Context: an optimization exercise on an open-source flow, tuned for small area. The choices shown serve that exercise and are no tape-out recipe. The RTL was checked by simulation tests, not by an equivalence proof against the original design. Power is estimated from default activity; no workload was simulated.

===== flow/config.mk =====
export PLATFORM = sky130hd
export DESIGN_NAME = rvExecTop
export DESIGN_NICKNAME = rvExecTop
export VERILOG_FILES = /design/flow/design.v
export SDC_FILE = /design/flow/constraint.sdc
export NUM_CORES = 4
export LEC_CHECK = 0
export CAP_MARGIN = 10
export CORE_MARGIN = 2
export CORE_UTILIZATION = 35
export CTS_BUF_LIST = sky130_fd_sc_hd__clkbuf_16
export CTS_CLUSTER_DIAMETER = 80
export CTS_CLUSTER_SIZE = 20
export SLEW_MARGIN = 10

===== flow/constraint.sdc =====
create_clock -name core_clock -period 6.0 [get_ports {clk}]
set_input_delay 1.2000 -clock core_clock [delete_from_list [all_inputs] [get_ports {clk}]]
set_output_delay 1.2000 -clock core_clock [all_outputs]
set_load 0.01 [all_outputs]

===== flow/design.v =====
`timescale 1ns/1ps
`default_nettype none
package rvExecPkg;
    localparam int Xlen     = 32;                  
    localparam int RegAddrW = 5;                   
    localparam logic [3:0] AluAdd   = 4'b0000;
    localparam logic [3:0] AluSub   = 4'b0001;
    localparam logic [3:0] AluPassB = 4'b0010;     
    localparam logic [3:0] AluAnd   = 4'b0011;
    localparam logic [3:0] AluXor   = 4'b0100;
    localparam logic [3:0] AluOr    = 4'b0101;
    localparam logic [3:0] AluSll   = 4'b0110;
    localparam logic [3:0] AluSrl   = 4'b0111;
    localparam logic [3:0] AluSra   = 4'b1000;
    localparam logic [3:0] AluSlt   = 4'b1001;
    localparam logic [3:0] AluSltu  = 4'b1010;
    localparam logic SrcARs1 = 1'b0;
    localparam logic SrcAPc  = 1'b1;
    localparam logic [1:0] SrcBRs2  = 2'd0;
    localparam logic [1:0] SrcBImm  = 2'd1;
    localparam logic [1:0] SrcBFour = 2'd2;        
    localparam logic [1:0] FwdNone = 2'd0;
    localparam logic [1:0] FwdWb   = 2'd1;
    localparam logic [1:0] FwdMem  = 2'd2;
endpackage
`default_nettype wire
`timescale 1ns/1ps
`default_nettype none
import rvExecPkg::*;
module alu (
    input  logic [3:0]                     aluCode,
    input  logic [rvExecPkg::Xlen-1:0]     a,
    input  logic [rvExecPkg::Xlen-1:0]     b,
    output logic [rvExecPkg::Xlen-1:0]     result
);
    logic            sub;
    logic            sll;
    logic [Xlen-1:0] bx;
    logic [Xlen:0]   sumx;
    logic [Xlen-1:0] sum;
    logic            ltSigned;
    logic            ltUnsigned;
    logic [Xlen-1:0] shIn;
    logic            fill;
    logic [Xlen-1:0] sh [0:5];
    logic [Xlen-1:0] shl;
    assign sub = (aluCode == AluSub) || (aluCode == AluSlt) || (aluCode == AluSltu);
    assign sll = (aluCode == AluSll);
    assign bx  = b ^ {Xlen{sub}};
    assign sumx = {a, sub} + {bx, sub};
    assign sum  = sumx[Xlen:1];
    assign ltSigned   = (a[Xlen-1] ^ b[Xlen-1]) ? a[Xlen-1] : sum[Xlen-1];
    assign ltUnsigned = (a[Xlen-1] ^ b[Xlen-1]) ? b[Xlen-1] : sum[Xlen-1];
    always_comb begin
        for (int i = 0; i < Xlen; i++) begin
            shIn[i] = sll ? a[Xlen-1-i] : a[i];
        end
    end
    assign fill  = (aluCode == AluSra) & a[Xlen-1];
    assign sh[0] = shIn;
    genvar k;
    generate
        for (k = 0; k < 5; k++) begin : g_sh
            assign sh[k+1] = b[k] ? {{(1 << k){fill}}, sh[k][Xlen-1:(1 << k)]} : sh[k];
        end
    endgenerate
    always_comb begin
        for (int i = 0; i < Xlen; i++) begin
            shl[i] = sh[5][Xlen-1-i];
        end
    end
    always_comb begin
        case (aluCode)
            AluAnd:   result = a & b;
            AluOr:    result = a | b;
            AluXor:   result = a ^ b;
            AluSll:   result = shl;
            AluSrl:   result = sh[5];
            AluSra:   result = sh[5];
            AluSlt:   result = {{(Xlen-1){1'b0}}, ltSigned};
            AluSltu:  result = {{(Xlen-1){1'b0}}, ltUnsigned};
            default:  result = sum;               
        endcase
    end
endmodule
`default_nettype wire
`timescale 1ns/1ps
`default_nettype none
import rvExecPkg::*;
module regFile (
    input  logic                              clk,
    input  logic                              rst,
    input  logic                              wrEn,
    input  logic [rvExecPkg::RegAddrW-1:0]    wrAddr,
    input  logic [rvExecPkg::Xlen-1:0]        wrData,
    input  logic [3:0]                        rd1Lo,
    input  logic [7:0]                        rd1Hi,
    input  logic                              rd1Fwd,
    input  logic [3:0]                        rd2Lo,
    input  logic [7:0]                        rd2Hi,
    input  logic                              rd2Fwd,
    output logic [rvExecPkg::Xlen-1:0]        rd1Data,
    output logic [rvExecPkg::Xlen-1:0]        rd2Data
);
    logic [Xlen-1:0] regs [1:31];    
    logic [Xlen-1:0] wData;
    assign wData = rst ? {Xlen{1'b0}} : wrData;
    always_ff @(posedge clk) begin
        for (int i = 1; i < 32; i++) begin
            if (rst || (wrEn && (wrAddr == i[RegAddrW-1:0]))) begin
                regs[i] <= wData;
            end
        end
    end
    always_comb begin
        rd1Data = wrData & {Xlen{rd1Fwd}};
        rd2Data = wrData & {Xlen{rd2Fwd}};
        for (int i = 1; i < 32; i++) begin
            rd1Data = rd1Data | (regs[i] & {Xlen{rd1Lo[i % 4] & rd1Hi[i / 4]}});
            rd2Data = rd2Data | (regs[i] & {Xlen{rd2Lo[i % 4] & rd2Hi[i / 4]}});
        end
    end
endmodule
`default_nettype wire
`timescale 1ns/1ps
`default_nettype none
import rvExecPkg::*;
module idExReg (
    input  logic                              clk,
    input  logic                              rst,
    input  logic                              valid,
    input  logic [3:0]                        aluCode,
    input  logic                              srcA,
    input  logic [1:0]                        srcB,
    input  logic [rvExecPkg::Xlen-1:0]        imm,
    input  logic [rvExecPkg::Xlen-1:0]        pc,
    input  logic [rvExecPkg::RegAddrW-1:0]    rs1Addr,
    input  logic [rvExecPkg::RegAddrW-1:0]    rs2Addr,
    input  logic [rvExecPkg::RegAddrW-1:0]    rdAddr,
    input  logic                              regWrite,
    output logic                              validEx,
    output logic [3:0]                        aluCodeEx,
    output logic                              srcBImmEx,
    output logic [rvExecPkg::Xlen-1:0]        immEx,
    output logic [rvExecPkg::Xlen-1:0]        pcEx,
    output logic                              pcSelEx,
    output logic [3:0]                        rs1LoEx,
    output logic [7:0]                        rs1HiEx,
    output logic                              rs1FwdEx,
    output logic [3:0]                        rs2LoEx,
    output logic [7:0]                        rs2HiEx,
    output logic                              rs2FwdEx,
    output logic [rvExecPkg::RegAddrW-1:0]    rdAddrEx,
    output logic                              regWriteEx
);
    logic passB;
    logic aFromRegs;
    logic exWrNz;
    logic fwd1;
    logic fwd2;
    assign passB     = (aluCode == AluPassB);
    assign aFromRegs = ~srcA & ~passB;
    assign exWrNz    = regWriteEx && (rdAddrEx != {RegAddrW{1'b0}});
    assign fwd1      = exWrNz && (rdAddrEx == rs1Addr);
    assign fwd2      = exWrNz && (rdAddrEx == rs2Addr);
    always_ff @(posedge clk) begin
        if (rst) begin
            validEx    <= 1'b0;
            regWriteEx <= 1'b0;
        end else begin
            validEx    <= valid;
            regWriteEx <= valid & regWrite;   
        end
        aluCodeEx <= aluCode;
        srcBImmEx <= srcB[0] | srcB[1];      
        immEx     <= srcB[1] ? 32'd4 : imm;   
        pcEx      <= pc;
        pcSelEx   <= srcA & ~passB;
        for (int i = 0; i < 4; i++) begin
            rs1LoEx[i] <= aFromRegs && !fwd1 && (rs1Addr[1:0] == i[1:0]);
            rs2LoEx[i] <= !fwd2 && (rs2Addr[1:0] == i[1:0]);
        end
        for (int i = 0; i < 8; i++) begin
            rs1HiEx[i] <= (rs1Addr[4:2] == i[2:0]);
            rs2HiEx[i] <= (rs2Addr[4:2] == i[2:0]);
        end
        rs1FwdEx  <= aFromRegs && fwd1;
        rs2FwdEx  <= fwd2;
        rdAddrEx  <= rdAddr;
    end
endmodule
`default_nettype wire
`timescale 1ns/1ps
`default_nettype none
import rvExecPkg::*;
module exStage (
    input  logic [3:0]                        aluCodeEx,
    input  logic                              pcSelEx,
    input  logic                              srcBImmEx,
    input  logic [rvExecPkg::Xlen-1:0]        immEx,
    input  logic [rvExecPkg::Xlen-1:0]        pcEx,
    input  logic [rvExecPkg::Xlen-1:0]        rs1Data,
    input  logic [rvExecPkg::Xlen-1:0]        rs2Data,
    output logic [rvExecPkg::Xlen-1:0]        aluResult
);
    logic [Xlen-1:0] opA;
    logic [Xlen-1:0] opB;
    assign opA = rs1Data | (pcEx & {Xlen{pcSelEx}});
    assign opB = srcBImmEx ? immEx : rs2Data;
    alu aluInst (
        .aluCode (aluCodeEx),
        .a       (opA),
        .b       (opB),
        .result  (aluResult)
    );
endmodule
`default_nettype wire
`timescale 1ns/1ps
`default_nettype none
module retireStages (
    input  logic                              clk,
    input  logic                              rst,
    input  logic                              validEx,
    input  logic                              regWriteEx,
    input  logic [rvExecPkg::RegAddrW-1:0]    rdAddrEx,
    input  logic [rvExecPkg::Xlen-1:0]        aluResult,
    input  logic [rvExecPkg::Xlen-1:0]        storeData,
    output logic                              memValid,
    output logic                              memRegWrite,
    output logic [rvExecPkg::RegAddrW-1:0]    memRdAddr,
    output logic [rvExecPkg::Xlen-1:0]        memResult,
    output logic                              wbValid,
    output logic                              wbRegWrite,
    output logic [rvExecPkg::RegAddrW-1:0]    wbRdAddr,
    output logic [rvExecPkg::Xlen-1:0]        wbResult,
    output logic [rvExecPkg::Xlen-1:0]        memStoreData
);
    always_ff @(posedge clk) begin
        if (rst) begin
            memValid    <= 1'b0;
            memRegWrite <= 1'b0;
            wbValid     <= 1'b0;
            wbRegWrite  <= 1'b0;
        end else begin
            memValid    <= validEx;
            memRegWrite <= regWriteEx;
            wbValid     <= memValid;
            wbRegWrite  <= memRegWrite;
        end
        memRdAddr    <= rdAddrEx;
        memResult    <= aluResult;
        memStoreData <= storeData;            
        wbRdAddr     <= memRdAddr;
        wbResult     <= memResult;
    end
endmodule
`default_nettype wire
`timescale 1ns/1ps
`default_nettype none
import rvExecPkg::*;
module rvExecTop (
    input  logic                              clk,
    input  logic                              rst,
    input  logic                              issueValid,
    input  logic [3:0]                        aluCode,
    input  logic                              srcA,
    input  logic [1:0]                        srcB,
    input  logic [rvExecPkg::Xlen-1:0]        imm,
    input  logic [rvExecPkg::Xlen-1:0]        pc,
    input  logic [rvExecPkg::RegAddrW-1:0]    rs1Addr,
    input  logic [rvExecPkg::RegAddrW-1:0]    rs2Addr,
    input  logic [rvExecPkg::RegAddrW-1:0]    rdAddr,
    input  logic                              regWrite,
    output logic                              memValid,
    output logic [rvExecPkg::RegAddrW-1:0]    memRdAddr,
    output logic                              memRegWrite,
    output logic [rvExecPkg::Xlen-1:0]        memResult,
    output logic [rvExecPkg::Xlen-1:0]        memStoreData,
    output logic                              wbValid,
    output logic [rvExecPkg::RegAddrW-1:0]    wbRdAddr,
    output logic                              wbRegWrite,
    output logic [rvExecPkg::Xlen-1:0]        wbData
);
    logic                validEx;
    logic [3:0]          aluCodeEx;
    logic                srcBImmEx;
    logic [Xlen-1:0]     immEx;
    logic [Xlen-1:0]     pcEx;
    logic                pcSelEx;
    logic [3:0]          rs1LoEx;
    logic [7:0]          rs1HiEx;
    logic                rs1FwdEx;
    logic [3:0]          rs2LoEx;
    logic [7:0]          rs2HiEx;
    logic                rs2FwdEx;
    logic [RegAddrW-1:0] rdAddrEx;
    logic                regWriteEx;
    logic [Xlen-1:0]     rs1Data;
    logic [Xlen-1:0]     rs2Data;
    logic [Xlen-1:0]     aluResult;
    idExReg idExInst (
        .clk        (clk),
        .rst        (rst),
        .valid      (issueValid),
        .aluCode    (aluCode),
        .srcA       (srcA),
        .srcB       (srcB),
        .imm        (imm),
        .pc         (pc),
        .rs1Addr    (rs1Addr),
        .rs2Addr    (rs2Addr),
        .rdAddr     (rdAddr),
        .regWrite   (regWrite),
        .validEx    (validEx),
        .aluCodeEx  (aluCodeEx),
        .srcBImmEx  (srcBImmEx),
        .immEx      (immEx),
        .pcEx       (pcEx),
        .pcSelEx    (pcSelEx),
        .rs1LoEx    (rs1LoEx),
        .rs1HiEx    (rs1HiEx),
        .rs1FwdEx   (rs1FwdEx),
        .rs2LoEx    (rs2LoEx),
        .rs2HiEx    (rs2HiEx),
        .rs2FwdEx   (rs2FwdEx),
        .rdAddrEx   (rdAddrEx),
        .regWriteEx (regWriteEx)
    );
    regFile regFileInst (
        .clk     (clk),
        .rst     (rst),
        .wrEn    (memRegWrite),
        .wrAddr  (memRdAddr),
        .wrData  (memResult),
        .rd1Lo   (rs1LoEx),
        .rd1Hi   (rs1HiEx),
        .rd1Fwd  (rs1FwdEx),
        .rd2Lo   (rs2LoEx),
        .rd2Hi   (rs2HiEx),
        .rd2Fwd  (rs2FwdEx),
        .rd1Data (rs1Data),
        .rd2Data (rs2Data)
    );
    exStage exInst (
        .aluCodeEx (aluCodeEx),
        .pcSelEx   (pcSelEx),
        .srcBImmEx (srcBImmEx),
        .immEx     (immEx),
        .pcEx      (pcEx),
        .rs1Data   (rs1Data),
        .rs2Data   (rs2Data),
        .aluResult (aluResult)
    );
    retireStages retireInst (
        .clk          (clk),
        .rst          (rst),
        .validEx      (validEx),
        .regWriteEx   (regWriteEx),
        .rdAddrEx     (rdAddrEx),
        .aluResult    (aluResult),
        .storeData    (rs2Data),
        .memValid     (memValid),
        .memRegWrite  (memRegWrite),
        .memRdAddr    (memRdAddr),
        .memResult    (memResult),
        .wbValid      (wbValid),
        .wbRegWrite   (wbRegWrite),
        .wbRdAddr     (wbRdAddr),
        .wbResult     (wbData),
        .memStoreData (memStoreData)
    );
endmodule
`default_nettype wire

===== flow/run.sh =====
#!/bin/bash
# synth_recipe.tcl (not shown) runs the flow's synth.tcl, then flattens the netlist and writes it again
# the make line also repeats each setting of config.mk as NAME=value (left out here)
make -C /OpenROAD-flow-scripts/flow DESIGN_CONFIG=/design/flow/config.mk WORK_HOME=/design/flow/orfs CLKGATE_MAP_FILE= SYNTH_SCRIPT=/design/flow/synth_recipe.tcl finish

==> summary.txt, run 1 <==
Outcome
  • Status: no timing/DRC/antenna violations

Timing
  • Minimum hold slack: 0.412 ns
  • Rel. slew slack: 8.69%
  • F_max: 175 MHz
  • Period utilization: 95.1%
  • Final min period: 5.71 ns
  • RSZ-0062 raised after global routing: false
  • Fin. Hold Viols: 0
  • Worst-margin pin slew: 1.37 ns
  • Final setup fails: 0
  • Max-slew violations: 0
  • Total negative setup slack: 0 ns
  • Final Skew: 0.0614 ns

Drt
  • Routed len/inst: 41.0 um
  • DR DRC count: 0
  • Via density per instance: 7.11
  • Routed vias: 47600
  • Initial DRC Count: 11200
  • WL final: 275000 um
  • ANT nets after route: 0
  • DR pass1 iterations: 14

Clocking
  • TritonCTS clock tree: built
  • Num CTS Buffers: 85
  • # Post-CTS Setup Buffers: 0
  • CTS Hold Buffers Added: 0
  • Clock Sinks: 1205
  • Clock root buffer: clkbuf_16
  • H-tree Lvls: 3
  • Clk pin slew, worst setup/hold paths: 0.09 ns
  • Clk buf depth: 3
  • Clock Latency Late Sink: 0.77 ns
  • CTS resizes: 0

Placed design
  • Routability cong.: 1.01
  • IO Port Bufs: 199
  • Hpwl dp: 175000 um
  • Placed insts: 6527

Yosys
  • Synthesized cell area: 0.0547 mm^2
  • Netlist cell types: 81
  • Syn nets: 4518
  • Synthesized flop and latch total: 1205
  • Top_reg_cell synth: edfxtp_1
  • Asr flop ratio synth: 0%
  • Register area share after synthesis: 62.3%
  • Mapped Cells: 4333
  • Syn avg cell area: 12.6 um^2
  • Synth Warn #: 6
  • Post-synth EDFFs: 992

Critical path
  • Crit path kind: flop to flop
  • Worst-path maximum fanout: 15
  • Crit path launch type: flop
  • Worst Path Required: 6.61 ns
  • Arrival @ worst endpoint: 6.32 ns
  • Crit end category: flop
  • Worst R2R Setup Slack: 0.29 ns

Final layout
  • Final-stage net count: 4742
  • Layout Cells excl Fill: 6692
  • Share of layout cells above drive strength 1: 12.2%
  • Area Growth Syn to Fin: 16.3%
  • Post-layout util: 40.8%

Flow run
  • Max_cap viols: 0

GRT
  • Initial antenna violation count: 22
  • Largest net degree at the start of global routing: 60
  • Vias in the first global route: 44700
  • GRT Util Overall: 33.3%
  • First-pass GRT wire length: 369000 um
  • GR Overflow Total: 0

Floorplanning
  • I/O pin cnt: 200
  • Core Region: 0.156 mm^2
  • Initial Util: 35.1%
  • Num rows: 145
  • Chip width: 399 um
  • Die ar.: 0.159 mm^2
  • Die height: 399 um

Hold path
  • Type of the worst min-delay path: flop to flop

Power
  • Worst IR Drop VDD: 236 uV
  • Pwr Density: 355 mW/mm^2
  • Leak Pwr: 22.3 nW
## state kept, by name, indices dropped and copies added (netlist names), 4 cells and up
register / flops
idExInst.immEx: 32
retireInst.wbRdAddr: 5
idExInst.rs2HiEx: 8
idExInst.rs1LoEx: 4
retireInst.memStoreData: 32
retireInst.memRdAddr: 5
retireInst.wbResult: 32
idExInst.rdAddrEx: 5
retireInst.memResult: 32
idExInst.rs2LoEx: 4
idExInst.rs1HiEx: 8
regFileInst.regs: 992
idExInst.aluCodeEx: 4
idExInst.pcEx: 32
## cells by family after synthesis
logic type                 share of synthesized area [%]
xor gates and xnor gates                            1.11
muxes                                               2.25
adders and majority gates                           2.17
buffers and inverters                               3.08
DFF                                                 62.3
AOI/OAI and AO/OA                                   20.8
and+or+nand+nor                                     8.26
## path summary, 6_finish.rpt
check                       startpoint  depth (start not counted)                        to
setup / recovery   idExInst.rs2LoEx[1]                         20  retireInst.memResult[28]
hold / removal    idExInst.rdAddrEx[4]                          0   retireInst.memRdAddr[4]
setup reg to reg   idExInst.rs2LoEx[1]                         20  retireInst.memResult[28]
hold reg to reg   idExInst.rdAddrEx[4]                          0   retireInst.memRdAddr[4]
## power breakdown
part           internal [mW]  switching, mW
sequential              10.7           1.25
clock                   2.86           3.31
combinational           1.49           2.90
total                   15.1           7.46
## metal layers
layer	vias to the layer above	wire length (um)	global-route usage, %
li1	18000	-	-
met1	23000	91400	39.8
met2	5066	113000	48.4
met3	1464	46100	14.9
met4	28	23800	21.9
met5	-	215	0.363
## layout by cell type, fill, tap and decap left out, drive strengths merged, types with 23 or more instances in the layout
cell and instances:
edfxtp 992, a22oi 783, buf 289, dfxtp 213, clkdlybuf4s50 197, a21oi 180, nand2 168, nand3 163
inv 131, nor2 122, a22o 99, ha 95, clkbuf 87, mux2i 82, a221oi 77, nor2b 76
o21ai 70, o22ai 69, nor3 66, nand4 64, a222oi 54, xnor2 52, and2 38, or4 37
a31oi 36, mux2 33, o211ai 32, nor4 27, a21o 27, and3 23
## cells in the mapped netlist (77+ instances only)
cell type / number / share of area (%)
a22oi_1: 783 / 11
nor2_1: 122 / 0.84
dfxtp_1: 213 / 7.8
nand3_1: 163 / 1.5
buf_1: 93 / 0.64
a22o_1: 99 / 1.6
a21oi_1: 179 / 1.6
inv_1: 83 / 0.57
mux2i_1: 81 / 1.5
edfxtp_1: 992 / 54
clkbuf_1: 230 / 1.6
a221oi_1: 77 / 1.2
ha_1: 95 / 2.2
nand2_1: 168 / 1.2
## metrics by stage
| stage | cell area, um^2 | total power, mW | worst slack (ns) |
|---|---|---|---|
| after floorplan | 54700 | 13.4 | 0.992 |
| after global placement | 60700 | 16.2 | 0.565 |
| after detailed placement | 60700 | 16.2 | 0.564 |
| after CTS | 63500 | 22.2 | 0.526 |
| after global routing | 63500 | 23.0 | 0.162 |
| final | 63600 | 22.5 | 0.294 |
## worst max-delay path: stages, from the launching register on
cell,delay [ns]
dfxtp_1,0.52
inv_1,0.26
nor2_4,0.87
a22o_1,0.28
nor3_1,0.05
nand4_1,0.07
or3_1,0.53
mux2_2,0.32
xnor2_1,0.07
ha_1,0.41
nand2_1,0.08
nor2_1,0.19
o41ai_1,0.12
o21bai_1,0.23
o211ai_1,0.35
a211oi_1,0.14
nor3_1,0.50
buf_4,0.22
nor2_1,0.04
a21oi_1,0.12
o2111ai_1,0.11
## cell type report
cell class / count / area, um^2
diodes: 10 / 25.0
clock buffers: 87 / 2180
clock inverters: 67 / 631
fillers: 14400 / 92100
inverters: 91 / 342
multi-input cells: 2688 / 19300
flip-flops and latches: 1205 / 34100
well taps: 2058 / 2570
repair buffers: 486 / 4430
==> run 2, diff against run 1 <==
==> flow/flow/run.sh (new file) <==
#!/bin/bash
set -e
export BUFFER_PORTS_ARGS="-inputs -outputs -buffer_cell sky130_fd_sc_hd__buf_1"
export CTS_ARGS="-sink_clustering_enable -repair_clock_nets -dont_use_dummy_load -buf_list sky130_fd_sc_hd__clkbuf_16 -sink_clustering_size 20 -sink_clustering_max_diameter 80"
bash standard.sh > standard.log 2>&1
==> flow/standard.sh (new file) <==
#!/bin/bash
# synth_recipe.tcl (not shown) runs the flow's synth.tcl, then flattens the netlist and writes it again
# the make line also repeats each setting of config.mk as NAME=value (left out here)
make -C /OpenROAD-flow-scripts/flow DESIGN_CONFIG=/design/flow/config.mk WORK_HOME=/design/flow/orfs CLKGATE_MAP_FILE= SYNTH_SCRIPT=/design/flow/synth_recipe.tcl "${@:-finish}"
removed: flow/run.sh
==> run 2 against run 1 <==
Net effect: clock skew up 0.059 ns; global-route usage up 1.1 points; count of clock-buffer cells in the layout down 3; die area unchanged; non-clock buffer count up 47; flip-flop and latch count unchanged; register-to-register slack worse by 0.07 ns; hold slack better by 0.0023 ns; area after synthesis unchanged; wire length up 3.2%; setup slack worse by 0.073 ns; highest routed layer unchanged.
==> summary.txt, run 2 <==
Outcome
  • Status: no timing/DRC/antenna violations (unchanged)

Floorplanning
  • Initial Util: 35.1% (unchanged)
  • Die height: 399 um (unchanged)
  • Die ar.: 0.159 mm^2 (unchanged)
  • Core Region: 0.156 mm^2 (unchanged)
  • I/O pin cnt: 200 (unchanged)
  • Chip width: 399 um (unchanged)
  • Num rows: 145 (unchanged)

Yosys
  • Syn avg cell area: 12.6 um^2 (unchanged)
  • Mapped Cells: 4333 (unchanged)
  • Synthesized cell area: 0.0547 mm^2 (unchanged)
  • Register area share after synthesis: 62.3% (unchanged)
  • Netlist cell types: 81 (unchanged)
  • Synth Warn #: 6 (unchanged)
  • Cell type with the largest total area after synthesis: edfxtp_1 (unchanged)
  • Post-synth EDFFs: 992 (unchanged)
  • Most common cell in the netlist: edfxtp_1 (unchanged)
  • Top cells by area, synth: edfxtp_1, a22oi_1, dfxtp_1 (unchanged)
  • Commonest cells in the netlist: edfxtp_1, a22oi_1, clkbuf_1 (unchanged)
  • Asr flop ratio synth: 0% (unchanged)
  • Syn nets: 4518 (unchanged)
  • Synthesized flop and latch total: 1205 (unchanged)
  • Post-synth top area share: 54.5% (unchanged)
  • Top_reg_cell synth: edfxtp_1 (unchanged)

GRT
  • Largest net degree at the start of global routing: 43 (was 60)
  • First-pass GRT wire length: 377000 um (was 369000 um)
  • Vias in the first global route: 44400 (was 44700)
  • GRT Util Overall: 34.4% (was 33.3%)
  • Initial antenna violation count: 16 (was 22)
  • GR Overflow Total: 0 (unchanged)

Timing
  • Final setup fails: 0 (unchanged)
  • Worst-margin pin slew: 1.31 ns (was 1.37 ns)
  • Period utilization: 96.3% (was 95.1%)
  • RSZ-0062 raised after global routing: false (unchanged)
  • F_max: 173 MHz (was 175 MHz)
  • Final min period: 5.78 ns (was 5.71 ns)
  • Total negative setup slack: 0 ns (unchanged)
  • Rel. slew slack: 12.4% (was 8.69%)
  • Fin. Hold Viols: 0 (unchanged)
  • Final Skew: 0.121 ns (was 0.0614 ns)
  • Max-slew violations: 0 (unchanged)
  • Final setup margin: 0.221 ns (was 0.294 ns)

Power
  • Leak Pwr: 21.6 nW (was 22.3 nW)
  • Pwr Density: 348 mW/mm^2 (was 355 mW/mm^2)
  • Total power: 21.5 mW (was 22.5 mW)
  • Worst IR Drop VDD: 244 uV (was 236 uV)

Final layout
  • Top reg by flops: regFileInst.regs (unchanged)
  • Commonest non-fill, non-tap cell in the layout: edfxtp_1 (unchanged)
  • Max reg flops: 992 (unchanged)
  • Most frequent cells in the layout: edfxtp_1, a22oi_1, buf_4 (unchanged)
  • Final-stage net count: 4788 (was 4742)
  • Fillcell total: 14600 (was 14400)
  • Share of layout cells above drive strength 1: 12.3% (was 12.2%)
  • Final Cell Area: 0.0619 mm^2 (was 0.0636 mm^2)
  • Area Growth Syn to Fin: 13.2% (was 16.3%)

Drt
  • WL final: 283000 um (was 275000 um)
  • Via density per instance: 7.10 (was 7.11)
  • Routed len/inst: 42.5 um (was 41.0 um)
  • Initial DRC Count: 10600 (was 11200)
  • Routed vias: 47400 (was 47600)
  • DR pass1 iterations: 9 (was 14)
  • ANT nets after route: 0 (unchanged)
  • DR DRC count: 0 (unchanged)

Clocking
  • # Post-CTS Setup Buffers: 0 (unchanged)
  • Clock Latency Late Sink: 0.76 ns (was 0.77 ns)
  • Clock root buffer: clkbuf_16 (unchanged)
  • H-tree Lvls: 3 (unchanged)
  • TritonCTS clock tree: built (unchanged)
  • Clk pin slew, worst setup/hold paths: 0.08 ns (was 0.09 ns)
  • Clk buf depth: 3 (unchanged)
  • Clock Sinks: 1205 (unchanged)
  • CTS resizes: 0 (unchanged)
  • Num CTS Buffers: 84 (was 85)
  • CTS Hold Buffers Added: 0 (unchanged)

Placed design
  • Worst slack at placement: 0.567 ns (was 0.564 ns)
  • IO Port Bufs: 199 (unchanged)
  • Routability cong.: 1.03 (was 1.01)
  • Hpwl dp: 188000 um (was 175000 um)
  • Dpl cell area: 0.0597 mm^2 (was 0.0607 mm^2)

Flow run
  • Max_cap viols: 0 (unchanged)

Critical path
  • Worst-path maximum fanout: 24 (was 15)
  • Crit path kind: flop to flop (unchanged)
  • Max stage delay on crit path: 0.70 ns (was 0.87 ns)
  • Crit end category: flop (unchanged)
  • Worst R2R Setup Slack: 0.22 ns (was 0.29 ns)
  • Crit-path cells: inv_1 > o22ai_1 > or4_1 > nor4_1 > buf_4 > inv_1 > ha_1 > and2_1 > and3_1 > and3_1 > a211o_1 > o21bai_1 > o211ai_1 > a211oi_1 > nor3_1 > buf_4 > a21oi_1 > o2111ai_1 (was inv_1 > nor2_4 > a22o_1 > nor3_1 > nand4_1 > or3_1 > mux2_2 > xnor2_1 > ha_1 > nand2_1 > nor2_1 > o41ai_1 > o21bai_1 > o211ai_1 > a211oi_1 > nor3_1 > buf_4 > nor2_1 > a21oi_1 > o2111ai_1)
  • Crit path launch type: flop (unchanged)
  • Crit path max-delay cell type: nor4_1 (was nor2_4)
  • Arrival @ worst endpoint: 6.38 ns (was 6.32 ns)
  • Worst Path Required: 6.60 ns (was 6.61 ns)

Hold path
  • Type of the worst min-delay path: flop to flop (unchanged)
## run 2: worst paths after layout
check / start / to / depth (start not counted)
max: idExInst.rs1HiEx[3] / retireInst.memResult[28] / 18
min: idExInst.rdAddrEx[2] / retireInst.memRdAddr[2] / 0
max reg2reg: idExInst.rs1HiEx[3] / retireInst.memResult[28] / 18
min reg2reg: idExInst.rdAddrEx[2] / retireInst.memRdAddr[2] / 0
## run 2: worst max-delay path: cells and delay by family (launching register included)
family | cells | cell delay [ns]
AND/OR/NAND/NOR | 6 | 1.96
AO/OA/AOI/OAI | 7 | 1.69
buffers and inverters | 4 | 1.06
flip-flops | 1 | 0.54
adder cells (fa/ha/maj) | 1 | 0.30
## run 2: through the flow
| stage | hold slack [ns] | util, % | instances |
|---|---|---|---|
| global route | 0.432 | 39.7 | 6660 |
| global placement | 0.403 | 38.4 | 6574 |
| CTS | 0.415 | 39.7 | 6658 |
| floorplan | 0.380 | - | 4333 |
| finish | 0.414 | 39.7 | 6668 |
| detailed placement | 0.403 | 38.4 | 6574 |
## run 2: cells by family (layout without fill, tap and decap cells)
logic type	Yosys count	count (layout)	synth area share, %
buffers and inverters	440	708	3.08
AOI/OAI and AO/OA	1547	1547	20.8
muxes	116	116	2.25
other	0	9	0
xor gates and xnor gates	69	69	1.11
DFF	1205	1205	62.3
adders and majority gates	95	95	2.17
and+or+nand+nor	861	861	8.26
## run 2: report_power, final
group	leakage (nW)	internal (mW)	total [mW]	switching (mW)
clock network	1.04	2.47	5.34	2.87
logic	8.58	1.22	4.19	2.97
registers	11.9	10.7	12.0	1.24
total	21.6	14.4	21.5	7.08
## run 2: layout make-up
| class | instances | area [um^2] | share of cell area, % |
|---|---|---|---|
| Sequential cell | 1205 | 34100 | 55.1 |
| Timing Repair Buffer | 533 | 3440 | 5.57 |
| Multi-Input combinational cell | 2688 | 19300 | 31.2 |
| Clock buffer | 84 | 2100 | 3.40 |
| Antenna cell | 9 | 22.5 | 0.0364 |
| Inverter | 91 | 342 | 0.552 |
| Tap cell | 2058 | 2570 | 4.16 |
## run 2: per-layer routing
metal	track usage, %	routed length (um)	vias up	part of all wire (%)
met5	1.09	313	-	0.11
met4	23.7	25000	12	8.8
met3	14.2	45000	1386	16
met2	50.2	118000	4931	42
met1	41.1	95400	23000	34
li1	-	-	18000	-
==> run 3, diff against run 2 <==
--- a/flow/config.mk
+++ b/flow/config.mk
@@ -7,7 +7,7 @@
 export LEC_CHECK = 0
 export CAP_MARGIN = 10
 export CORE_MARGIN = 2
-export CORE_UTILIZATION = 35
+export CORE_UTILIZATION = 45
 export CTS_BUF_LIST = sky130_fd_sc_hd__clkbuf_16
 export CTS_CLUSTER_DIAMETER = 80
 export CTS_CLUSTER_SIZE = 20
==> run 3 against run 2 <==
Net effect: still clean; sequential share of layout area rose by 0.82 points; setup slack better by 0.028 ns; clock power shrank 4.3%; count of clock-buffer cells in the layout down 6; maximum frequency rose by 0.49%; first-iteration DRC count up 0.61%; sequential power barely moved; critical endpoint is now retireInst.memResult[21]; largest cell class unchanged; highest routed layer unchanged.
==> summary.txt, run 3 <==
Outcome
  • Status: no timing/DRC/antenna violations (unchanged)

Floorplanning
  • Initial Util: 45.4% (was 35.1%)
  • Num rows: 127 (was 145)
  • Core Region: 0.120 mm^2 (was 0.156 mm^2)
  • Die height: 353 um (was 399 um)
  • Die ar.: 0.124 mm^2 (was 0.159 mm^2)
  • I/O pin cnt: 200 (unchanged)
  • Chip width: 353 um (was 399 um)

Clocking
  • Num CTS Buffers: 78 (was 84)
  • CTS Hold Buffers Added: 0 (unchanged)
  • H-tree Lvls: 3 (unchanged)
  • Clock root buffer: clkbuf_16 (unchanged)
  • Clk pin slew, worst setup/hold paths: 0.08 ns (about the same)
  • Clock Sinks: 1205 (unchanged)
  • TritonCTS clock tree: built (unchanged)
  • CTS resizes: 0 (unchanged)
  • # Post-CTS Setup Buffers: 0 (unchanged)
  • Clk buf depth: 3 (unchanged)
  • Clock Latency Late Sink: 0.73 ns (was 0.76 ns)

Critical path
  • Crit path launch type: flop (unchanged)
  • R2R depth: 16 (was 18)
  • Crit end category: flop (unchanged)
  • Crit path kind: flop to flop (unchanged)
  • Worst reg2reg endpoint: retireInst.memResult[21] (was retireInst.memResult[28])
  • Worst R2R Setup Slack: 0.25 ns (was 0.22 ns)
  • Crit-path cells: inv_2 > buf_4 > a21oi_1 > or4_1 > nor4_1 > buf_4 > inv_1 > ha_1 > and3_1 > and3_1 > a21oi_2 > o31ai_1 > a21oi_1 > mux2i_1 > a31oi_1 > o211ai_1 (was inv_1 > o22ai_1 > or4_1 > nor4_1 > buf_4 > inv_1 > ha_1 > and2_1 > and3_1 > and3_1 > a211o_1 > o21bai_1 > o211ai_1 > a211oi_1 > nor3_1 > buf_4 > a21oi_1 > o2111ai_1)
  • Reg-to-Reg Start: idExInst.rs1LoEx[0] (was idExInst.rs1HiEx[3])
  • Crit path max-delay cell type: inv_2 (was nor4_1)
  • Worst Path Required: 6.56 ns (was 6.60 ns)
  • Worst-path maximum fanout: 26 (was 24)
  • Arrival @ worst endpoint: 6.31 ns (was 6.38 ns)
  • Max stage delay on crit path: 0.84 ns (was 0.70 ns)

Timing
  • Total negative setup slack: 0 ns (unchanged)
  • Max-slew violations: 0 (unchanged)
  • Period utilization: 95.8% (was 96.3%)
  • Fin. Hold Viols: 0 (unchanged)
  • Worst-margin pin slew: 1.41 ns (was 1.31 ns)
  • Final setup fails: 0 (unchanged)
  • F_max: 174 MHz (was 173 MHz)
  • Final Skew: 0.0828 ns (was 0.121 ns)
  • Final setup margin: 0.249 ns (was 0.221 ns)
  • Rel. slew slack: 5.91% (was 12.4%)
  • Final min period: 5.75 ns (was 5.78 ns)
  • RSZ-0062 raised after global routing: false (unchanged)

Drt
  • WL final: 277000 um (was 283000 um)
  • Routed vias: 47400 (about the same)
  • Routed len/inst: 44.8 um (was 42.5 um)
  • ANT nets after route: 0 (unchanged)
  • DR DRC count: 0 (unchanged)
  • Initial DRC Count: 10600 (about the same)
  • DR pass1 iterations: 8 (was 9)
  • Via density per instance: 7.66 (was 7.10)

Placed design
  • Routability cong.: 1.01 (was 1.03)
  • Dpl cell area: 0.0590 mm^2 (was 0.0597 mm^2)
  • Worst slack at placement: 0.624 ns (was 0.567 ns)
  • IO Port Bufs: 199 (unchanged)
  • Hpwl dp: 179000 um (was 188000 um)

Power
  • Pwr Density: 348 mW/mm^2 (about the same)
  • Leak Pwr: 21.3 nW (was 21.6 nW)
  • Worst IR Drop VDD: 234 uV (was 244 uV)

Yosys
  • Syn avg cell area: 12.6 um^2 (unchanged)
  • Post-synth EDFFs: 992 (unchanged)
  • Synth Warn #: 6 (unchanged)
  • Mapped Cells: 4333 (unchanged)
  • Top_reg_cell synth: edfxtp_1 (unchanged)
  • Netlist cell types: 81 (unchanged)
  • Most common cell in the netlist: edfxtp_1 (unchanged)
  • Synthesized cell area: 0.0547 mm^2 (unchanged)
  • Post-synth top area share: 54.5% (unchanged)
  • Top cells by area, synth: edfxtp_1, a22oi_1, dfxtp_1 (unchanged)
  • Commonest cells in the netlist: edfxtp_1, a22oi_1, clkbuf_1 (unchanged)
  • Cell type with the largest total area after synthesis: edfxtp_1 (unchanged)
  • Synthesized flop and latch total: 1205 (unchanged)
  • Register area share after synthesis: 62.3% (unchanged)
  • Syn nets: 4518 (unchanged)
  • Asr flop ratio synth: 0% (unchanged)

GRT
  • Met3 usage: 18.7% (was 14.2%)
  • GR Overflow Total: 0 (unchanged)
  • Most used routing layer in global routing: met2 (unchanged)
  • Met1 Use GR: 53.5% (was 41.1%)
  • Initial antenna violation count: 14 (was 16)
  • Global Route met2 Usage: 60.8% (was 50.2%)
  • GRT Util Overall: 43.0% (was 34.4%)
  • Vias in the first global route: 43900 (was 44400)
  • Largest net degree at the start of global routing: 67 (was 43)
  • First-pass GRT wire length: 371000 um (was 377000 um)

Hold path
  • Hold endpoint: retireInst.memRdAddr[3] (was retireInst.memRdAddr[2])
  • Hold Path Cell Cnt: 0 (unchanged)
  • Critical hold path startpoint: idExInst.rdAddrEx[3] (was idExInst.rdAddrEx[2])
  • Type of the worst min-delay path: flop to flop (unchanged)

Final layout
  • Final-stage net count: 4744 (was 4788)
  • Max reg flops: 992 (unchanged)
  • Most frequent cells in the layout: edfxtp_1, a22oi_1, buf_4 (unchanged)
  • Fillcell total: 10400 (was 14600)
  • Register area: 0.0341 mm^2 (unchanged)
  • Top reg by flops: regFileInst.regs (unchanged)
  • Area Growth Syn to Fin: 11.5% (was 13.2%)
  • Commonest non-fill, non-tap cell in the layout: edfxtp_1 (unchanged)
  • Post-layout util: 50.7% (was 39.7%)
  • Multi-input combinational cell area: 0.0193 mm^2 (about the same)
  • Share of layout cells above drive strength 1: 11.5% (was 12.3%)
  • Final Cell Area: 0.0609 mm^2 (was 0.0619 mm^2)

Flow run
  • Max_cap viols: 0 (unchanged)
==> run 3: cell counts after synthesis <==
No cell type changed its count.
==> run 3: worst max-delay path by stage <==
stage / start / to / slack, ns
final: idExInst.rs1LoEx[0] / retireInst.memResult[21] / 0.25
after global routing: idExInst.rs2LoEx[0] / retireInst.memResult[30] / 0.12
after CTS: idExInst.rs2LoEx[0] / retireInst.memResult[30] / 0.53
after detailed placement: idExInst.rs2LoEx[0] / retireInst.memResult[26] / 0.62
after global placement: idExInst.rs1LoEx[0] / retireInst.memResult[25] / 0.58
after floorplan: idExInst.rs2HiEx[4] / retireInst.memResult[26] / 0.99
==> run 3: critical path: cells and delay by family (launching register included) <==
family	cells	cell delay, ns
AOI/OAI and AO/OA	6	1.22
muxes	1	0.45
adders and majority gates	1	0.47
buffers and inverters	4	1.44
and+or+nand+nor	4	1.45
DFF	1	0.48
==> run 3: stage by stage <==
| stage | power, mW | hold WS [ns] | cells |
|---|---|---|---|
| floorplan | 13.4 | 0.380 | 4333 |
| global placement | 15.9 | 0.409 | 6088 |
| detailed placement | 15.9 | 0.410 | 6091 |
| CTS | 20.9 | 0.422 | 6169 |
| global route | 21.6 | 0.433 | 6171 |
| finish | 21.2 | 0.420 | 6178 |
==> run 3: cell type report <==
type	count	area share, %
flip-flops and latches	1205	56.0
multi-input cells	2688	31.6
repair buffers	495	5.30
well taps	1612	3.31
clock buffers	78	3.20
inverters	91	0.560
diodes	9	0.0370
==> run 3: cell families after synthesis <==
family	Yosys count	synth area share, %
and+or+nand+nor	861	8.26
xor gates and xnor gates	69	1.11
muxes	116	2.25
AOI/OAI and AO/OA	1547	20.8
adders and majority gates	95	2.17
buffers and inverters	440	3.08
DFF	1205	62.3
==> run 3: metal layers <==
| metal | vias up | share of wire (%) | wire, um |
|---|---|---|---|
| met3 | 1357 | 17 | 46900 |
| met4 | 20 | 8.6 | 23700 |
| met5 | - | 0.061 | 168 |
| met1 | 23000 | 34 | 94000 |
| met2 | 5067 | 40 | 112000 |
| li1 | 17900 | - | - |
==> run 3: power by group <==
part	switching (mW)	leakage (nW)	total (mW)	internal [mW]
clock network	2.80	0.961	5.11	2.31
registers	1.25	11.9	12.0	10.7
logic	2.92	8.42	4.10	1.17
total	6.97	21.3	21.2	14.2
==> run 4, diff against run 3 <==
==> flow/flow/run.sh (replaced) <==
#!/bin/bash
set -e
export BUFFER_PORTS_ARGS="-inputs -outputs -buffer_cell sky130_fd_sc_hd__buf_1"
export CTS_ARGS="-sink_clustering_enable -repair_clock_nets -dont_use_dummy_load -buf_list sky130_fd_sc_hd__clkbuf_8 -sink_clustering_size 12 -sink_clustering_max_diameter 60"
bash standard.sh > standard.log 2>&1
--- a/flow/config.mk
+++ b/flow/config.mk
@@ -8,7 +8,7 @@
 export CAP_MARGIN = 10
 export CORE_MARGIN = 2
 export CORE_UTILIZATION = 45
-export CTS_BUF_LIST = sky130_fd_sc_hd__clkbuf_16
-export CTS_CLUSTER_DIAMETER = 80
-export CTS_CLUSTER_SIZE = 20
+export CTS_BUF_LIST = sky130_fd_sc_hd__clkbuf_8
+export CTS_CLUSTER_DIAMETER = 60
+export CTS_CLUSTER_SIZE = 12
 export SLEW_MARGIN = 10
==> run 4 against run 3 <==
Net effect: first-iteration DRC count grew 3.0%; critical path depth stayed put; design area decreased by 0.18%; hold slack got worse by 0.040 ns; register-to-register slack got worse by 0.10 ns; total power decreased by 1.4%; wire length up 0.30%; core utilization shrank 0.090 points; combinational power barely moved; largest cell class unchanged.
==> summary.txt, run 4 <==
Yosys
  • Mapped Cells: 4333 (unchanged)
  • Synth Warn #: 6 (unchanged)
  • Compound-Gate Fraction of Synth Area: 20.8% (unchanged)
  • Asr flop ratio synth: 0% (unchanged)
  • Adder-cell share of the synthesized area: 2.17% (unchanged)
  • Cell type with the largest total area after synthesis: edfxtp_1 (unchanged)
  • Syn nets: 4518 (unchanged)
  • Largest family of logic cells by synthesized area: compound AO/OA/AOI/OAI gates (unchanged)
  • Top cells by area, synth: edfxtp_1, a22oi_1, dfxtp_1 (unchanged)
  • Post-synthesis xor/xnor area fraction: 1.11% (unchanged)
  • Commonest cells in the netlist: edfxtp_1, a22oi_1, clkbuf_1 (unchanged)
  • Top_reg_cell synth: edfxtp_1 (unchanged)
  • Post-synth top area share: 54.5% (unchanged)
  • Synthesized cell area: 0.0547 mm^2 (unchanged)
  • Most common cell in the netlist: edfxtp_1 (unchanged)
  • Post-synth EDFFs: 992 (unchanged)
  • Netlist cell types: 81 (unchanged)
  • Synthesized flop and latch total: 1205 (unchanged)
  • Syn avg cell area: 12.6 um^2 (unchanged)
  • Multiplexer area fraction after synthesis: 2.25% (unchanged)
  • Synth Area in Simple Gates: 8.26% (unchanged)
  • Register area share after synthesis: 62.3% (unchanged)

Placed design
  • IO Port Bufs: 199 (unchanged)
  • Hpwl dp: 179000 um (unchanged)
  • Dpl cell area: 0.0590 mm^2 (unchanged)
  • Routability cong.: 1.01 (unchanged)

Hold path
  • Hold endpoint: idExInst.rdAddrEx[4] (was retireInst.memRdAddr[3])
  • Critical hold path startpoint: rdAddr[4] (was idExInst.rdAddrEx[3])
  • Hold Path Cell Cnt: 1 (was 0)
  • Type of the worst min-delay path: input port to flop (was flop to flop)

Final layout
  • Share of layout cells above drive strength 1: 12.6% (was 11.5%)
  • Most frequent cells in the layout: edfxtp_1, a22oi_1, buf_4 (unchanged)
  • Area Growth Syn to Fin: 11.3% (was 11.5%)
  • Final-stage net count: 4799 (was 4744)
  • Post-layout util: 50.6% (was 50.7%)
  • Commonest non-fill, non-tap cell in the layout: edfxtp_1 (unchanged)
  • Final Cell Area: 0.0608 mm^2 (was 0.0609 mm^2)
  • Top reg by flops: regFileInst.regs (unchanged)
  • Fillcell total: 10500 (was 10400)
  • Max reg flops: 992 (unchanged)

Floorplanning
  • Chip width: 353 um (unchanged)
  • Num rows: 127 (unchanged)
  • I/O pin cnt: 200 (unchanged)
  • Die ar.: 0.124 mm^2 (unchanged)
  • Die height: 353 um (unchanged)
  • Initial Util: 45.4% (unchanged)
  • Core Region: 0.120 mm^2 (unchanged)

Timing
  • Period utilization: 97.5% (was 95.8%)
  • Fin. Hold Viols: 0 (unchanged)
  • Total negative setup slack: 0 ns (unchanged)
  • RSZ-0062 raised after global routing: false (unchanged)
  • Final Skew: 0.131 ns (was 0.0828 ns)
  • Final setup fails: 0 (unchanged)
  • Worst-margin pin slew: 1.34 ns (was 1.41 ns)
  • Max-slew violations: 0 (unchanged)
  • Rel. slew slack: 11.0% (was 5.91%)
  • Final min period: 5.85 ns (was 5.75 ns)
  • F_max: 171 MHz (was 174 MHz)

Critical path
  • Reg-to-Reg Start: idExInst.rs1LoEx[0] (unchanged)
  • Crit end category: flop (unchanged)
  • Worst Path Required: 6.74 ns (was 6.56 ns)
  • R2R depth: 16 (unchanged)
  • Crit path kind: flop to flop (unchanged)
  • Crit path launch type: flop (unchanged)
  • Worst reg2reg endpoint: retireInst.memResult[21] (unchanged)
  • Worst-path maximum fanout: 26 (unchanged)
  • Worst R2R Setup Slack: 0.15 ns (was 0.25 ns)
  • Arrival @ worst endpoint: 6.59 ns (was 6.31 ns)

Drt
  • Routed vias: 47600 (was 47400)
  • Via density per instance: 7.64 (was 7.66)
  • WL final: 278000 um (was 277000 um)
  • Routed len/inst: 44.5 um (was 44.8 um)
  • DR pass1 iterations: 11 (was 8)
  • Initial DRC Count: 11000 (was 10600)
  • ANT nets after route: 0 (unchanged)
  • DR DRC count: 0 (unchanged)

Clocking
  • CTS Hold Buffers Added: 0 (unchanged)
  • Clock Sinks: 1205 (unchanged)
  • TritonCTS clock tree: built (unchanged)
  • Num CTS Buffers: 133 (was 78)
  • CTS resizes: 0 (unchanged)
  • Clock Latency Late Sink: 0.90 ns (was 0.73 ns)
  • Clock root buffer: clkbuf_8 (was clkbuf_16)
  • Clk buf depth: 3 (unchanged)
  • Clk pin slew, worst setup/hold paths: 0.08 ns (about the same)
  • H-tree Lvls: 4 (was 3)
  • # Post-CTS Setup Buffers: 0 (unchanged)

Power
  • Total power: 20.9 mW (was 21.2 mW)
  • Leak Pwr: 21.3 nW (about the same)
  • Worst IR Drop VDD: 235 uV (was 234 uV)
  • Pwr Density: 343 mW/mm^2 (was 348 mW/mm^2)

Outcome
  • Status: no timing/DRC/antenna violations (unchanged)

Flow run
  • Max_cap viols: 0 (unchanged)

GRT
  • Largest net degree at the start of global routing: 67 (unchanged)
  • Vias in the first global route: 44300 (was 43900)
  • Initial antenna violation count: 17 (was 14)
  • GRT Util Overall: 43.3% (was 43.0%)
  • GR Overflow Total: 0 (unchanged)
  • First-pass GRT wire length: 372000 um (was 371000 um)
## run 4: cell counts after synthesis
No cell type changed its count.
## run 4: logic make-up after synthesis
kind of cell    count (synthesis)
fa+ha+maj                      95
mux                           116
flops                        1205
xor+xnor                       69
buf+inv                       440
compound gates               1547
simple gates                  861
## run 4: per-layer routing
layer	GRT usage, %	routed length [um]
met1	53.6	94100
met2	60.8	111000
met3	19.2	47900
met4	28.9	23900
met5	0	280
## run 4: worst max path at each step
stage | start | to | slack (ns)
floorplan | idExInst.rs2HiEx[4] | retireInst.memResult[26] | 0.99
global placement | idExInst.rs1LoEx[0] | retireInst.memResult[25] | 0.58
detailed placement | idExInst.rs2LoEx[0] | retireInst.memResult[26] | 0.62
CTS | idExInst.rs1LoEx[0] | retireInst.memResult[29] | 0.54
global route | idExInst.rs2LoEx[0] | retireInst.memResult[26] | 0.09
finish | idExInst.rs1LoEx[0] | retireInst.memResult[21] | 0.15
## run 4: per-stage QoR
| step | hold WS, ns | setup slack [ns] | cells |
|---|---|---|---|
| floorplan | 0.380 | 0.992 | 4333 |
| CTS | 0.319 | 0.537 | 6224 |
| global route | 0.364 | 0.0909 | 6225 |
| global placement | 0.409 | 0.580 | 6088 |
| detailed placement | 0.410 | 0.624 | 6091 |
| finish | 0.379 | 0.148 | 6238 |
## run 4: area by class of cell
cell class              count  area (um^2)  share of cell area, %
repair buffers            495         3230                   5.31
clock buffers             133         1830                   3.01
inverters                  91          342                  0.561
diodes                     14         35.0                 0.0576
well taps                1612         2020                   3.32
multi-input cells        2688        19300                   31.7
flip-flops and latches   1205        34100                   56.1
## run 4: critical path: stages, from the launching register on
cell	delay [ns]
dfxtp_4	0.49
inv_2	0.85
buf_4	0.30
a21oi_1	0.06
or4_1	0.50
nor4_1	0.40
buf_4	0.25
inv_1	0.07
ha_1	0.47
and3_1	0.37
and3_1	0.21
a21oi_2	0.11
o31ai_1	0.68
a21oi_1	0.18
mux2i_1	0.44
a31oi_1	0.09
o211ai_1	0.11
## run 4: report_power, final
part	total [mW]	switching, mW	internal [mW]
clock	4.80	2.83	1.97
sequential	12.0	1.26	10.7
combinational	4.10	2.92	1.17
total	20.9	7.01	13.9

[afterwards: timing with drivers on the ports]
The flow's constraints put no driver on any port. The routed layouts listed below were extracted and timed again, unchanged, in two steps. Step 1, drivers: a clkbuf_16 drives clk and a buf_2 each remaining input, both assumed. Step 2 also shifts input and output timing later by t, the mid clock arrival at the registers, as if the neighbouring blocks saw the same clock. Slacks: ideal ports / drivers / drivers and shift; pairs: ideal ports / drivers.
run | shift t [ns] | setup WS [ns] | latest minus earliest clock arrival (ns) | pins driven straight from the clock port
run 1 | 0.823 | 0.294 / 0.294 / 0.294 | 0.071 / 0.072 | 1
run 2 | 0.786 | 0.221 / 0.221 / 0.221 | 0.126 / 0.126 | 1
run 3 | 0.752 | 0.249 / 0.249 / 0.249 | 0.095 / 0.095 | 1
run 4 | 0.918 | 0.148 / 0.148 / 0.148 | 0.137 / 0.137 | 1
After both steps setup and hold are still met in every run listed.
